From an optimization exercise on the open Yosys and OpenROAD flow, aimed at small area, a short achievable clock period and few clock cycles per item; shortcuts taken in it are not production practice. RTL that was checked went through simulation tests only; none was proved equivalent to the original. No activity file was given, so power comes from the tool's default toggle rates.

north:
## pipelineCpu
module pipelineCpu (
	input  logic           CLK,
	input  logic           RST,
	output cpuPkg::wordT   imemAddr,
	input  cpuPkg::wordT   imemData,
	output cpuPkg::wordT   dmemAddr,
	output cpuPkg::wordT   dmemWData,
	output logic           dmemRead,
	output logic           dmemWrite,
	input  cpuPkg::wordT   dmemRData,
	output logic           wbValid,
	output cpuPkg::regIdxT wbReg,
	output cpuPkg::wordT   wbData
);
Size in the first run: ~1,500 cells after synthesis, about 240 flip-flops, ~100 I/O pins, ~14,000 um^2 of cells after synthesis.
==> module executeStage, before the edit <==
module executeStage (
	input  pipePkg::ctrlT ctrl,
	input  cpuPkg::wordT  imm,
	input  cpuPkg::wordT  opA,
	input  cpuPkg::wordT  opB,
	output cpuPkg::wordT  aluResult,
	output logic          condTaken
);
	cpuPkg::wordT aluB;
	cpuPkg::wordT addB;
	cpuPkg::wordT sum;
	logic         sub;
	logic         less;
	assign aluB = ctrl.srcImm ? imm : opB;
	assign sub = ctrl.aluOp == pipePkg::aluSub || ctrl.aluOp == pipePkg::aluSlt;
	assign addB = aluB ^ {16{sub}};
	logic [15:0] gen [5];
	logic [15:0] prop [5];
	always_comb
	begin
		gen[0] = opA & addB;
		prop[0] = opA ^ addB;
		gen[0][0] = (opA[0] & addB[0]) | (prop[0][0] & sub);
		for (int l = 0; l < 4; l++)
			for (int i = 0; i < 16; i++)
				if (i >= (1 << l))
				begin
					gen[l+1][i] = gen[l][i] | (prop[l][i] & gen[l][i - (1 << l)]);
					prop[l+1][i] = prop[l][i] & prop[l][i - (1 << l)];
				end
				else
				begin
					gen[l+1][i] = gen[l][i];
					prop[l+1][i] = prop[l][i];
				end
		sum = prop[0] ^ {gen[4][14:0], sub};
	end
	assign less = (opA[15] ^ aluB[15]) ? opA[15] : sum[15];
	always_comb
	begin
		case (ctrl.aluOp)
			pipePkg::aluAnd:   aluResult = opA & aluB;
			pipePkg::aluOr:    aluResult = opA | aluB;
			pipePkg::aluSlt:   aluResult = {15'd0, less};
			pipePkg::aluPassB: aluResult = aluB;
			default:           aluResult = sum;
		endcase
	end
	assign condTaken = (opA == '0) ^ ctrl.branchNonZero;
endmodule
clock: 6.2 ns
lec_check: 0
abc_clock_period_in_ps: 3500
cap_margin: 20
core_margin: 2
core_utilization: 40
setup_slack_margin: 2.0
slew_margin: 20
run.sh (not shown) runs the stock make flow with config.mk's settings and CLKGATE_MAP_FILE= SYNTH_SCRIPT=/design/flow/synth_recipe.tcl, a recipe that flattens the netlist after the stock synthesis.
### north -> south
-- flow/design.v --
<<< north, line 172
);
	cpuPkg::wordT aluB;
	cpuPkg::wordT addB;
	cpuPkg::wordT sum;
	logic         sub;
	logic         less;
	assign aluB = ctrl.srcImm ? imm : opB;
	assign sub = ctrl.aluOp == pipePkg::aluSub || ctrl.aluOp == pipePkg::aluSlt;
	assign addB = aluB ^ {16{sub}};
	logic [15:0] gen [5];
	logic [15:0] prop [5];
	always_comb
	begin
		gen[0] = opA & addB;
		prop[0] = opA ^ addB;
		gen[0][0] = (opA[0] & addB[0]) | (prop[0][0] & sub);
		for (int l = 0; l < 4; l++)
			for (int i = 0; i < 16; i++)
				if (i >= (1 << l))
				begin
					gen[l+1][i] = gen[l][i] | (prop[l][i] & gen[l][i - (1 << l)]);
					prop[l+1][i] = prop[l][i] & prop[l][i - (1 << l)];
				end
				else
				begin
					gen[l+1][i] = gen[l][i];
					prop[l+1][i] = prop[l][i];
				end
		sum = prop[0] ^ {gen[4][14:0], sub};
	end
	assign less = (opA[15] ^ aluB[15]) ? opA[15] : sum[15];
	always_comb
	begin
		case (ctrl.aluOp)
			pipePkg::aluAnd:   aluResult = opA & aluB;
			pipePkg::aluOr:    aluResult = opA | aluB;
			pipePkg::aluSlt:   aluResult = {15'd0, less};
			pipePkg::aluPassB: aluResult = aluB;
			default:           aluResult = sum;
		endcase
	end
>>> south, line 172
);
	cpuPkg::wordT aluB;
	assign aluB = ctrl.srcImm ? imm : opB;
	always_comb
	begin
		case (ctrl.aluOp)
			pipePkg::aluSub:   aluResult = opA - aluB;
			pipePkg::aluAnd:   aluResult = opA & aluB;
			pipePkg::aluOr:    aluResult = opA | aluB;
			pipePkg::aluSlt:   aluResult = ($signed(opA) < $signed(aluB)) ?
				cpuPkg::wordT'(1) : '0;
			pipePkg::aluPassB: aluResult = aluB;
			default:           aluResult = opA + aluB;
		endcase
	end
==> comparison <==
- south was carried through to the last stage, and its layout satisfied the timing, design-rule and antenna checks.
- Compared with north, south shows fmax that has gone down by a few percent.
- south vs. north: clock latency on the worst-skew pair level; average instance area after synthesis moved down; number of cells in the finished layout apart from fillers moved up; initial antenna violation count moved up; average via count per standard cell moved down.
- [compare] base=north new=south: worst hold slack saw an increase; cell-internal power saw an increase; critical-path maximum fanout saw a decrease; die width saw an increase; average detailed-routed wire length per instance saw a decrease.
- Worst reg-to-reg path cell count (higher): north
No run of this note included a check of the RTL's function; only the layout flow was run.

---

Setup of JK:
Another version of the RTL of pipelineCpu (not shown whole).
Size: roughly 1,600 cells after synthesis, about 240 flip-flops, roughly 100 I/O pins, about 14,000 um^2 of cells after synthesis.
==> module executeStage, before the edit <==
module executeStage (
	input  pipePkg::ctrlT ctrl,
	input  cpuPkg::wordT  imm,
	input  cpuPkg::wordT  opA,
	input  cpuPkg::wordT  opB,
	output cpuPkg::wordT  aluResult,
	output logic          condTaken
);
	cpuPkg::wordT aluB;
	assign aluB = ctrl.srcImm ? imm : opB;
	always_comb
	begin
		case (ctrl.aluOp)
			pipePkg::aluSub:   aluResult = opA - aluB;
			pipePkg::aluAnd:   aluResult = opA & aluB;
			pipePkg::aluOr:    aluResult = opA | aluB;
			pipePkg::aluSlt:   aluResult = ($signed(opA) < $signed(aluB)) ?
				cpuPkg::wordT'(1) : '0;
			pipePkg::aluPassB: aluResult = aluB;
			default:           aluResult = opA + aluB;
		endcase
	end
	assign condTaken = (opA == '0) ^ ctrl.branchNonZero;
endmodule
==> module pipelineCpu, before the edit <==
module pipelineCpu (
	input  logic           CLK,
	input  logic           RST,
	output cpuPkg::wordT   imemAddr,
	input  cpuPkg::wordT   imemData,
	output cpuPkg::wordT   dmemAddr,
	output cpuPkg::wordT   dmemWData,
	output logic           dmemRead,
	output logic           dmemWrite,
	input  cpuPkg::wordT   dmemRData,
	output logic           wbValid,
	output cpuPkg::regIdxT wbReg,
	output cpuPkg::wordT   wbData
);
	cpuPkg::wordT   pc;
	cpuPkg::wordT   nextPc;
	cpuPkg::wordT   seqPc;
	cpuPkg::wordT   targetPc;
	logic [4:0]     fOp;
	logic           fIsB;
	logic           fIsBr;
	logic           fPred;
	logic           irValid;
	cpuPkg::wordT   irInstr;
	cpuPkg::wordT   irAlt;
	logic           irPred;
	logic           irCheck;
	pipePkg::ctrlT  ctrl;
	cpuPkg::wordT   imm;
	cpuPkg::regIdxT rx;
	cpuPkg::regIdxT ry;
	cpuPkg::regIdxT dest;
	cpuPkg::wordT   valA;
	cpuPkg::wordT   valB;
	cpuPkg::wordT   opA;
	cpuPkg::wordT   opB;
	logic           fwdA;
	logic           fwdB;
	cpuPkg::wordT   aluResult;
	logic           condTaken;
	logic           redirect;
	cpuPkg::wordT   redirectPc;
	logic [2:0]     memFlags;
	logic           memRegWrite;
	logic           memRead;
	logic           memWrite;
	cpuPkg::regIdxT memDest;
	cpuPkg::wordT   memAlu;
	cpuPkg::wordT   memStore;
	cpuPkg::wordT   memResult;
	cpuPkg::regIdxT wbDest;
	cpuPkg::wordT   wbResult;
	assign imemAddr = pc;
	assign fOp = imemData[15:11];
	assign fIsB = fOp == cpuPkg::opB;
	assign fIsBr = fOp == cpuPkg::opBeqz || fOp == cpuPkg::opBnez;
	assign fPred = fIsB || (fIsBr && imemData[7]);
	assign seqPc = pc + 16'd1;
	assign targetPc = seqPc + (fIsB ? {{5{imemData[10]}}, imemData[10:0]} :
		{{8{imemData[7]}}, imemData[7:0]});
	assign nextPc = redirect ? redirectPc : (fPred ? targetPc : seqPc);
	always_ff @(posedge CLK or negedge RST)
	begin
		if (!RST)
			pc <= '0;
		else
			pc <= nextPc;
	end
	pipeReg #(.width(1)) irValidReg (.CLK(CLK), .RST(RST), .d(!redirect), .q(irValid));
	always_ff @(posedge CLK)
	begin
		irInstr <= imemData;
		irAlt <= fPred ? seqPc : targetPc;
		irPred <= fPred;
		irCheck <= fIsBr && imemData[7:0] != 8'd0;
	end
	assign rx = irInstr[10:8];
	assign ry = irInstr[7:5];
	instrDecoder decoder (.instr(irInstr), .ctrl(ctrl), .imm(imm));
	assign dest = ctrl.destIsRz ? irInstr[4:2] : (ctrl.destIsRy ? ry : rx);
	regFile regs (.CLK(CLK), .RST(RST), .rdA(rx), .rdB(ry), .valA(valA), .valB(valB),
		.we(memRegWrite), .wAddr(memDest), .wData(memResult));
	hazardUnit hazard (.rx(rx), .ry(ry), .memWrites(memRegWrite), .memDest(memDest),
		.fwdA(fwdA), .fwdB(fwdB));
	assign opA = fwdA ? memResult : valA;
	assign opB = fwdB ? memResult : valB;
	executeStage execute (.ctrl(ctrl), .imm(imm), .opA(opA), .opB(opB),
		.aluResult(aluResult), .condTaken(condTaken));
	assign redirect = irValid && (ctrl.jumpReg || (irCheck && condTaken != irPred));
	assign redirectPc = ctrl.jumpReg ? opA : irAlt;
	pipeReg #(.width(3)) memFlagReg (.CLK(CLK), .RST(RST),
		.d({irValid && ctrl.regWrite, irValid && ctrl.memRead, irValid && ctrl.memWrite}),
		.q(memFlags));
	assign {memRegWrite, memRead, memWrite} = memFlags;
	always_ff @(posedge CLK)
	begin
		memDest <= dest;
		memAlu <= aluResult;
		memStore <= opB;
	end
	assign dmemAddr = memAlu;
	assign dmemWData = memStore;
	assign dmemRead = memRead;
	assign dmemWrite = memWrite;
	assign memResult = memRead ? dmemRData : memAlu;
	pipeReg #(.width(1)) wbFlagReg (.CLK(CLK), .RST(RST), .d(memRegWrite), .q(wbValid));
	always_ff @(posedge CLK)
	begin
		wbDest <= memDest;
		wbResult <= memResult;
	end
	assign wbReg = wbDest;
	assign wbData = wbResult;
endmodule
make LEC_CHECK=0 ABC_CLOCK_PERIOD_IN_PS=2500 CAP_MARGIN=20 CORE_MARGIN=2 CORE_UTILIZATION=40 SETUP_SLACK_MARGIN=3.0 SLEW_MARGIN=20 finish   # period 6.2 ns
What MS does differently from JK at the input level:
--- a/flow/design.v
+++ b/flow/design.v
@@ -157,19 +157,21 @@
 );
 	assign fwdA = memWrites && memDest == rx;
 	assign fwdB = memWrites && memDest == ry;
 endmodule
 module executeStage (
 	input  pipePkg::ctrlT ctrl,
+	input  cpuPkg::wordT  pc,
 	input  cpuPkg::wordT  imm,
 	input  cpuPkg::wordT  opA,
 	input  cpuPkg::wordT  opB,
 	output cpuPkg::wordT  aluResult,
-	output logic          condTaken
+	output cpuPkg::wordT  nextPc
 );
 	cpuPkg::wordT aluB;
+	logic         taken;
 	assign aluB = ctrl.srcImm ? imm : opB;
 	always_comb
 	begin
 		case (ctrl.aluOp)
 			pipePkg::aluSub:   aluResult = opA - aluB;
 			pipePkg::aluAnd:   aluResult = opA & aluB;
@@ -177,13 +179,15 @@
 			pipePkg::aluSlt:   aluResult = ($signed(opA) < $signed(aluB)) ?
 				cpuPkg::wordT'(1) : '0;
 			pipePkg::aluPassB: aluResult = aluB;
 			default:           aluResult = opA + aluB;
 		endcase
 	end
-	assign condTaken = (opA == '0) ^ ctrl.branchNonZero;
+	assign taken = ctrl.jump || (ctrl.branchZero && opA == '0) ||
+		(ctrl.branchNonZero && opA != '0);
+	assign nextPc = ctrl.jumpReg ? opA : (taken ? pc + 16'd1 + imm : pc + 16'd1);
 endmodule
 module pipelineCpu (
 	input  logic           CLK,
 	input  logic           RST,
 	output cpuPkg::wordT   imemAddr,
 	input  cpuPkg::wordT   imemData,
@@ -195,89 +199,56 @@
 	output logic           wbValid,
 	output cpuPkg::regIdxT wbReg,
 	output cpuPkg::wordT   wbData
 );
 	cpuPkg::wordT   pc;
 	cpuPkg::wordT   nextPc;
-	cpuPkg::wordT   seqPc;
-	cpuPkg::wordT   targetPc;
-	logic [4:0]     fOp;
-	logic           fIsB;
-	logic           fIsBr;
-	logic           fPred;
-	logic           irValid;
-	cpuPkg::wordT   irInstr;
-	cpuPkg::wordT   irAlt;
-	logic           irPred;
-	logic           irCheck;
 	pipePkg::ctrlT  ctrl;
 	cpuPkg::wordT   imm;
 	cpuPkg::regIdxT rx;
 	cpuPkg::regIdxT ry;
 	cpuPkg::regIdxT dest;
 	cpuPkg::wordT   valA;
 	cpuPkg::wordT   valB;
 	cpuPkg::wordT   opA;
 	cpuPkg::wordT   opB;
 	logic           fwdA;
 	logic           fwdB;
 	cpuPkg::wordT   aluResult;
-	logic           condTaken;
-	logic           redirect;
-	cpuPkg::wordT   redirectPc;
 	logic [2:0]     memFlags;
 	logic           memRegWrite;
 	logic           memRead;
 	logic           memWrite;
 	cpuPkg::regIdxT memDest;
 	cpuPkg::wordT   memAlu;
 	cpuPkg::wordT   memStore;
 	cpuPkg::wordT   memResult;
 	cpuPkg::regIdxT wbDest;
 	cpuPkg::wordT   wbResult;
-	assign imemAddr = pc;
-	assign fOp = imemData[15:11];
-	assign fIsB = fOp == cpuPkg::opB;
-	assign fIsBr = fOp == cpuPkg::opBeqz || fOp == cpuPkg::opBnez;
-	assign fPred = fIsB || (fIsBr && imemData[7]);
-	assign seqPc = pc + 16'd1;
-	assign targetPc = seqPc + (fIsB ? {{5{imemData[10]}}, imemData[10:0]} :
-		{{8{imemData[7]}}, imemData[7:0]});
-	assign nextPc = redirect ? redirectPc : (fPred ? targetPc : seqPc);
 	always_ff @(posedge CLK or negedge RST)
 	begin
 		if (!RST)
 			pc <= '0;
 		else
 			pc <= nextPc;
 	end
-	pipeReg #(.width(1)) irValidReg (.CLK(CLK), .RST(RST), .d(!redirect), .q(irValid));
-	always_ff @(posedge CLK)
-	begin
-		irInstr <= imemData;
-		irAlt <= fPred ? seqPc : targetPc;
-		irPred <= fPred;
-		irCheck <= fIsBr && imemData[7:0] != 8'd0;
-	end
-	assign rx = irInstr[10:8];
-	assign ry = irInstr[7:5];
-	instrDecoder decoder (.instr(irInstr), .ctrl(ctrl), .imm(imm));
-	assign dest = ctrl.destIsRz ? irInstr[4:2] : (ctrl.destIsRy ? ry : rx);
+	assign imemAddr = pc;
+	assign rx = imemData[10:8];
+	assign ry = imemData[7:5];
+	instrDecoder decoder (.instr(imemData), .ctrl(ctrl), .imm(imm));
+	assign dest = ctrl.destIsRz ? imemData[4:2] : (ctrl.destIsRy ? ry : rx);
 	regFile regs (.CLK(CLK), .RST(RST), .rdA(rx), .rdB(ry), .valA(valA), .valB(valB),
 		.we(memRegWrite), .wAddr(memDest), .wData(memResult));
 	hazardUnit hazard (.rx(rx), .ry(ry), .memWrites(memRegWrite), .memDest(memDest),
 		.fwdA(fwdA), .fwdB(fwdB));
 	assign opA = fwdA ? memResult : valA;
 	assign opB = fwdB ? memResult : valB;
-	executeStage execute (.ctrl(ctrl), .imm(imm), .opA(opA), .opB(opB),
-		.aluResult(aluResult), .condTaken(condTaken));
-	assign redirect = irValid && (ctrl.jumpReg || (irCheck && condTaken != irPred));
-	assign redirectPc = ctrl.jumpReg ? opA : irAlt;
+	executeStage execute (.ctrl(ctrl), .pc(pc), .imm(imm), .opA(opA), .opB(opB),
+		.aluResult(aluResult), .nextPc(nextPc));
 	pipeReg #(.width(3)) memFlagReg (.CLK(CLK), .RST(RST),
-		.d({irValid && ctrl.regWrite, irValid && ctrl.memRead, irValid && ctrl.memWrite}),
-		.q(memFlags));
+		.d({ctrl.regWrite, ctrl.memRead, ctrl.memWrite}), .q(memFlags));
 	assign {memRegWrite, memRead, memWrite} = memFlags;
 	always_ff @(posedge CLK)
 	begin
 		memDest <= dest;
 		memAlu <= aluResult;
 		memStore <= opB;
[summary]
- Diff MS and JK: fraction of the core area covered by cells at the end of the flow lower in JK
- Delta(first-pass GRT wire length, MS - JK) < 0
- Delta (MS minus JK): area after synthesis shrank by about 10%; largest fanout of any net on the critical path shrank by 1; post-synth net total shrank by 11%; part of the power in the clock network shrank by 2.9 points; clock tree buffer depth held steady.
- In the metrics for MS and JK, the one carrying the higher summed area of non-filler cells in the final layout is JK.
Testbench counts of MS, summed over its fixed seeds: cycles 10,215, instrs 10,210.
Only the layout flow was run in JK; the RTL was not checked for function there.

afterwards: timing with drivers on the ports:
Ports are ideal in the flow. The routed layouts listed here were re-timed in OpenROAD.
Step 1: set_driving_cell puts a clkbuf_16 on CLK and a buf_2 on each other input, an assumption about the parent block.
Step 2 times the ports against the registers' clock, not the clock port: input delays grow and output delays shrink by t, the midpoint of the rising clock arrivals with the driver on.
Slacks: ideal / step 1 / step 2; pairs: ideal / step 1.
run | t (ns) | setup slack, ns | latest minus earliest clock arrival (ns) | slew at the worst register clock pin (ns)
north | 0.613 | 2.083 / 2.083 / 1.698 | 0.035 / 0.035 | 0.07 / 0.07
south | 0.613 | 1.998 / 1.998 / 1.627 | 0.045 / 0.045 | 0.07 / 0.07
JK | 0.600 | 2.279 / 2.289 / 1.707 | 0.014 / 0.014 | 0.07 / 0.07
MS | 0.587 | 2.123 / 1.997 / 1.410 | 0.011 / 0.011 | 0.07 / 0.07
After both steps every run listed still meets setup and hold. For MS, which loses most, drivers alone change the setup slack by -0.126 ns; drivers and shift together by -0.713 ns.
